This design comes from an exercise in tuning for small area and a short achievable clock period on the open sky130 flow, not from production work. The RTL was checked by simulation tests, not by an equivalence proof against the original design.

// bbox_raster
module bbox_raster #(
    parameter int SIGFIG     = 24,
    parameter int RADIX      = 10,
    parameter int PIPE_DEPTH = 3
) (
    input  logic                     clk,
    input  logic                     arst_n,
    input  logic [3*SIGFIG-1:0]      tri_x,
    input  logic [3*SIGFIG-1:0]      tri_y,
    input  logic                     tri_valid,
    input  logic                     halt_n,
    input  logic signed [SIGFIG-1:0] screen_x,
    input  logic signed [SIGFIG-1:0] screen_y,
    input  logic [3:0]               msaa_mode,
    output logic [3*SIGFIG-1:0]      out_tri_x,
    output logic [3*SIGFIG-1:0]      out_tri_y,
    output logic signed [SIGFIG-1:0] box_ll_x,
    output logic signed [SIGFIG-1:0] box_ll_y,
    output logic signed [SIGFIG-1:0] box_ur_x,
    output logic signed [SIGFIG-1:0] box_ur_y,
    output logic                     out_valid
);
For scale: roughly 6100 cells after synthesis, ~910 flip-flops, ~440 I/O pins.
clock: 14.0 ns
lec_check: 0
abc_area: 1
cap_margin: 20
core_margin: 2
core_utilization: 40
slew_margin: 20
standard.sh (not shown) runs the stock make flow with config.mk's settings and CLKGATE_MAP_FILE= SYNTH_SCRIPT=/design/flow/synth_recipe.tcl, a recipe that flattens the netlist after the stock synthesis.
==> flow/flow/run.sh <==
#!/bin/bash
set -euo pipefail
MARGIN=$(cat flow/margin.txt)
bash standard.sh SETUP_SLACK_MARGIN=$MARGIN \
    "BUFFER_PORTS_ARGS=-buffer_cell sky130_fd_sc_hd__buf_2" finish > make_finish.log 2>&1
==> flow/flow/margin.txt <==
9.5
The baseline completed without violations.
==> next run, changes <==
==> flow/flow/margin.txt (replaced) <==
9.8
Result:
- worst setup slack improved by 88 ps
- synthesized area stays the same
- global-route usage increases by 1.0 points
- non-clock buffer count increases by 215
- fmax increases by a few percent
- register-to-register slack improved by 90 ps
- final cell count increases by a few percent

---

Setup of run 1:
bbox_raster, a different RTL version from the one above (not shown whole).
For scale: roughly 970 flip-flops, about 440 I/O pins.
Settings: LEC_CHECK=0, ABC_AREA=1, CAP_MARGIN=20, CORE_MARGIN=2, CORE_UTILIZATION=40, CTS_BUF_LIST=sky130_fd_sc_hd__clkbuf_16, CTS_CLUSTER_DIAMETER=150, CTS_CLUSTER_SIZE=26, SLEW_MARGIN=20; clock period 14.0 ns.
==> flow/flow/margin.txt <==
9.8
Scripts as last shown in full above: flow/flow/run.sh
Run 1 reached the end of the flow, and the finished layout is clean on the timing, design-rule and antenna checks.
Input changes introduced in run 2 (baseline for comparison: run 1):
# run 1
export LEC_CHECK = 0
export ABC_AREA = 1
export CAP_MARGIN = 20
export CORE_MARGIN = 2
export CORE_UTILIZATION = 40
export CTS_BUF_LIST = sky130_fd_sc_hd__clkbuf_16
export CTS_CLUSTER_DIAMETER = 150
export CTS_CLUSTER_SIZE = 26
export SLEW_MARGIN = 20
create_clock -name core_clock -period 14.0 [get_ports {clk}]
# run 2
export LEC_CHECK = 0
export ABC_AREA = 1
export CAP_MARGIN = 20
export CORE_MARGIN = 2
export CORE_UTILIZATION = 40
export SLEW_MARGIN = 20
create_clock -name core_clock -period 14.0 [get_ports {clk}]
==> flow/flow/margin.txt <==
10.1
[summary]
- Comparing run 1 and run 2, aggregate global-route resource usage is higher on run 2.
- From run 1 to run 2 the numbers moved as follows: final design area excluding fillers saw an increase; clock latency on the worst-skew pair went up 60 ps.
What run 3 does differently from run 2 at the input level:
# run 2
export LEC_CHECK = 0
export ABC_AREA = 1
export CAP_MARGIN = 20
export CORE_MARGIN = 2
export CORE_UTILIZATION = 40
export SLEW_MARGIN = 20
create_clock -name core_clock -period 14.0 [get_ports {clk}]
# run 3
export LEC_CHECK = 0
export ABC_AREA = 1
export CAP_MARGIN = 20
export CORE_MARGIN = 2
export CORE_UTILIZATION = 40
export CTS_BUF_LIST = sky130_fd_sc_hd__clkbuf_8 sky130_fd_sc_hd__clkbuf_16
export CTS_CLUSTER_SIZE = 32
export SLEW_MARGIN = 20
create_clock -name core_clock -period 14.0 [get_ports {clk}]
==> flow/flow/margin.txt <==
9.8
[summary]
- Run 3 went all the way through synthesis, placement and routing and the layout is clean on timing, DRC and antenna.
- Run 2 → run 3: wire length per cell now smaller; buffer count from post-CTS setup fixing has decreased; non-clock buffer count fell 16%; final critical-path setup slack decreased 9.9 ps.
- Delta (run 3 minus run 2): wire length reported by the detailed router went down, final area went down, core utilization went down.
Setup changes, run 3 to run 4
# run 3
export LEC_CHECK = 0
export ABC_AREA = 1
export CAP_MARGIN = 20
export CORE_MARGIN = 2
export CORE_UTILIZATION = 40
export CTS_BUF_LIST = sky130_fd_sc_hd__clkbuf_8 sky130_fd_sc_hd__clkbuf_16
export CTS_CLUSTER_SIZE = 32
export SLEW_MARGIN = 20
create_clock -name core_clock -period 14.0 [get_ports {clk}]
# run 4
export LEC_CHECK = 0
export ABC_AREA = 1
export CAP_MARGIN = 20
export CORE_MARGIN = 2
export CORE_UTILIZATION = 40
export CTS_BUF_LIST = sky130_fd_sc_hd__clkbuf_8 sky130_fd_sc_hd__clkbuf_16
export CTS_CLUSTER_DIAMETER = 150
export CTS_CLUSTER_SIZE = 22
export SLEW_MARGIN = 20
export TNS_END_PERCENT = 5
create_clock -name core_clock -period 14.0 [get_ports {clk}]
### Flow results
Run 4 went all the way through the flow, and no timing, DRC or antenna check failed. Run 4 gives more critical path depth than run 3 did. Going from run 3 to run 4, final cell count went down, synthesized cell area did not really move, core utilization went down. s1_dy21[23] as the start point of the critical path was reported by run 4, and s3_y[61] by run 3. The slowest cell on the critical path comes out sky130_fd_sc_hd__edfxtp_1 in one run and sky130_fd_sc_hd__fa_1 in the other, namely in run 3 and run 4 respectively. Any difference in per-cell via count in the routed design between run 3 and run 4 is small enough to ignore.
Input changes introduced in run 5 (baseline for comparison: run 4):
# run 4
export LEC_CHECK = 0
export ABC_AREA = 1
export CAP_MARGIN = 20
export CORE_MARGIN = 2
export CORE_UTILIZATION = 40
export CTS_BUF_LIST = sky130_fd_sc_hd__clkbuf_8 sky130_fd_sc_hd__clkbuf_16
export CTS_CLUSTER_DIAMETER = 150
export CTS_CLUSTER_SIZE = 22
export SLEW_MARGIN = 20
export TNS_END_PERCENT = 5
create_clock -name core_clock -period 14.0 [get_ports {clk}]
# run 5
export LEC_CHECK = 0
export ABC_AREA = 1
export CAP_MARGIN = 20
export CORE_MARGIN = 2
export CORE_UTILIZATION = 40
export SLEW_MARGIN = 20
create_clock -name core_clock -period 14.0 [get_ports {clk}]
==> flow/flow/margin.txt <==
9.5
[summary]
Row post-route minimum period: run 5 higher / run 4 lower
Relative slew slack: higher on run 4
Status: placement row count parity (run 5, run 4)
Comparing run 4 and run 5, the lower met3 demand-to-capacity share in global routing was measured on run 4.
Going from run 4 to run 5, number of clock-tree buffers in the layout grew by more than 100%.

---

bbox_raster again, from the RTL that the note above started with.
clock: 14.0 ns
lec_check: 0
abc_area: 1
cap_margin: 20
core_margin: 2
core_utilization: 55
place_density: 0.68
slew_margin: 20
==> flow/flow/margin.txt <==
9.8
Scripts as last shown in full above: flow/flow/run.sh
Change:
CORE_UTILIZATION = 40   (was 55)
CTS_BUF_LIST = sky130_fd_sc_hd__clkbuf_8 sky130_fd_sc_hd__clkbuf_16   (was not set)
CTS_CLUSTER_DIAMETER = 150   (was not set)
CTS_CLUSTER_SIZE = 22   (was not set)
PLACE_DENSITY = not set   (was 0.68)
Result: Final area fell slightly; routed wire length rose by a few percent; via count fell slightly; clock skew rose by 19 ps; utilization fell by 17 points; setup slack improved by 31 ps; cell count rose by a few percent; synthesized area stays the same; critical path depth fell by 11.
Change:
CTS_BUF_LIST = not set   (was sky130_fd_sc_hd__clkbuf_8 sky130_fd_sc_hd__clkbuf_16)
CTS_CLUSTER_DIAMETER = not set   (was 150)
CTS_CLUSTER_SIZE = not set   (was 22)
Effect: The new run passed the timing, design-rule and antenna checks. Setup slack gains 59 ps. Core utilization climbs by 1.0 points. Cell count grows by 1.3%. Count of clock-buffer cells in the layout went up by 75. Routed wire length went up by 0.55%. Non-clock buffer count decreases by 7. First-iteration DRC count increases by 9.0%.

---

Starting RTL as in the previous note.
Settings: LEC_CHECK=0, ABC_AREA=1, CAP_MARGIN=20, CORE_MARGIN=2, CORE_UTILIZATION=40, CTS_BUF_LIST=sky130_fd_sc_hd__clkbuf_8 sky130_fd_sc_hd__clkbuf_16, CTS_CLUSTER_DIAMETER=150, CTS_CLUSTER_SIZE=22, SLEW_MARGIN=20; clock period 14.0 ns.
==> flow/flow/run.sh <==
#!/bin/bash
set -euo pipefail
MARGIN=$(cat flow/margin.txt)
KNOBS=(SETUP_SLACK_MARGIN=$MARGIN "BUFFER_PORTS_ARGS=-buffer_cell sky130_fd_sc_hd__buf_2")
RES=orfs/results/$FLOW_PLATFORM/bbox_raster/base
bash standard.sh "${KNOBS[@]}" synth > make_synth.log 2>&1
cp $RES/1_2_yosys.v $RES/1_2_yosys.standard.v
python3 flow/fixpol.py $RES/1_2_yosys.v > fixpol.log 2>&1
rm -f $RES/1_synth.odb $RES/1_synth.sdc
bash standard.sh "${KNOBS[@]}" finish > make_finish.log 2>&1
==> flow/flow/margin.txt <==
9.9
Other scripts of this flow, unchanged in this note and not shown: flow/flow/fixpol.py
Next try:
==> flow/flow/margin.txt (replaced) <==
9.8
The changed run produced a clean layout; final area went down by 0.95%; via count hardly moves.

---

## trial 58
bbox_raster again, from the RTL that the note above started with.
==> flow/config.mk <==
export PLATFORM = sky130hd
export DESIGN_NAME = bbox_raster
export DESIGN_NICKNAME = bbox_raster
export VERILOG_FILES = /design/flow/design.v
export SDC_FILE = /design/flow/constraint.sdc
export NUM_CORES = 4
export LEC_CHECK = 0
export ABC_AREA = 1
export CAP_MARGIN = 20
export CORE_MARGIN = 2
export CORE_UTILIZATION = 40
export CTS_BUF_LIST = sky130_fd_sc_hd__clkbuf_8 sky130_fd_sc_hd__clkbuf_16
export CTS_CLUSTER_DIAMETER = 150
export CTS_CLUSTER_SIZE = 22
export SLEW_MARGIN = 20
==> flow/constraint.sdc <==
create_clock -name core_clock -period 14.0 [get_ports {clk}]
set_input_delay 2.8000 -clock core_clock [delete_from_list [all_inputs] [get_ports {clk}]]
set_output_delay 2.8000 -clock core_clock [all_outputs]
set_load 0.01 [all_outputs]
==> flow/flow/margin.txt <==
9.7
Scripts as last shown in full above: flow/flow/run.sh
Other scripts of this flow, unchanged in this note and not shown: flow/flow/fixpol.py
Trial 58 did not stop at any stage, and its layout met the timing, design-rule and antenna checks.
Modified inputs, trial 9 compared to trial 58
Settings: CTS_CLUSTER_SIZE now 26, was 22; CTS_BUF_LIST now sky130_fd_sc_hd__clkbuf_16, was sky130_fd_sc_hd__clkbuf_8 sky130_fd_sc_hd__clkbuf_16.
==> flow/flow/margin.txt <==
9.8
--- outcome ---
In trial 9, hold slack is higher than in trial 58. In terms of aggregate global-route resource usage, trial 58 and trial 9 differ only marginally. [compare] base=trial 58 new=trial 9: global-route wire length before repair has increased. Trial 9 went all the way through the flow, and no timing, DRC or antenna check failed. For trial 58, the launch point of the worst path was s1_dy21[13], unlike trial 9, where it was s1_dx21[14].

## afterwards: timing with drivers on the ports
No port has a modelled driver above. Below, the same layouts with a new extraction and two added sets of constraints.
Step 1 assumes that a clkbuf_16 drives the clock port and a buf_2 every other input.
Step 2, shift: input delay + t, output delay - t, t = (earliest + latest rising clock arrival at the registers) / 2. This alone moves slack from input paths to output paths.
Three values: no drivers, after step 1, after step 2; two values: the first two.
| run | shift t [ns] | setup slack, ns | worst hold slack (ns) |
|---|---|---|---|
| the first run of note 1 | 0.797 | 9.520 / 9.520 / 8.896 | 0.377 / 0.377 / 0.377 |
| the second run of note 1 | 0.803 | 9.608 / 9.608 / 9.001 | 0.373 / 0.373 / 0.373 |
| run 1 | 0.748 | 9.767 / 9.683 / 9.170 | 0.394 / 0.394 / 0.394 |
| run 2 | 0.809 | 9.835 / 9.752 / 9.287 | 0.405 / 0.405 / 0.405 |
| run 3 | 0.805 | 9.826 / 9.743 / 9.094 | 0.406 / 0.406 / 0.406 |
| run 4 | 0.751 | 9.690 / 9.659 / 9.043 | 0.409 / 0.409 / 0.409 |
| run 5 | 0.811 | 9.530 / 9.530 / 8.804 | 0.402 / 0.402 / 0.402 |
| the first run of note 3 | 0.787 | 9.743 / 9.743 / 9.147 | 0.403 / 0.403 / 0.403 |
| the second run of note 3 | 0.755 | 9.774 / 9.691 / 9.151 | 0.410 / 0.410 / 0.410 |
| the third run of note 3 | 0.810 | 9.834 / 9.751 / 9.085 | 0.405 / 0.405 / 0.405 |
| the first run of note 4 | 0.773 | 9.828 / 9.761 / 9.139 | 0.412 / 0.412 / 0.412 |
| the second run of note 4 | 0.774 | 9.772 / 9.767 / 9.046 | 0.411 / 0.411 / 0.411 |
| trial 58 | 0.772 | 9.679 / 9.679 / 9.051 | 0.409 / 0.409 / 0.409 |
| trial 9 | 0.772 | 9.791 / 9.752 / 9.019 | 0.412 / 0.412 / 0.412 |
After both steps setup and hold are still met in every run listed. For trial 9, which loses most, drivers alone change the setup slack by -0.039 ns; drivers and shift together by -0.772 ns.
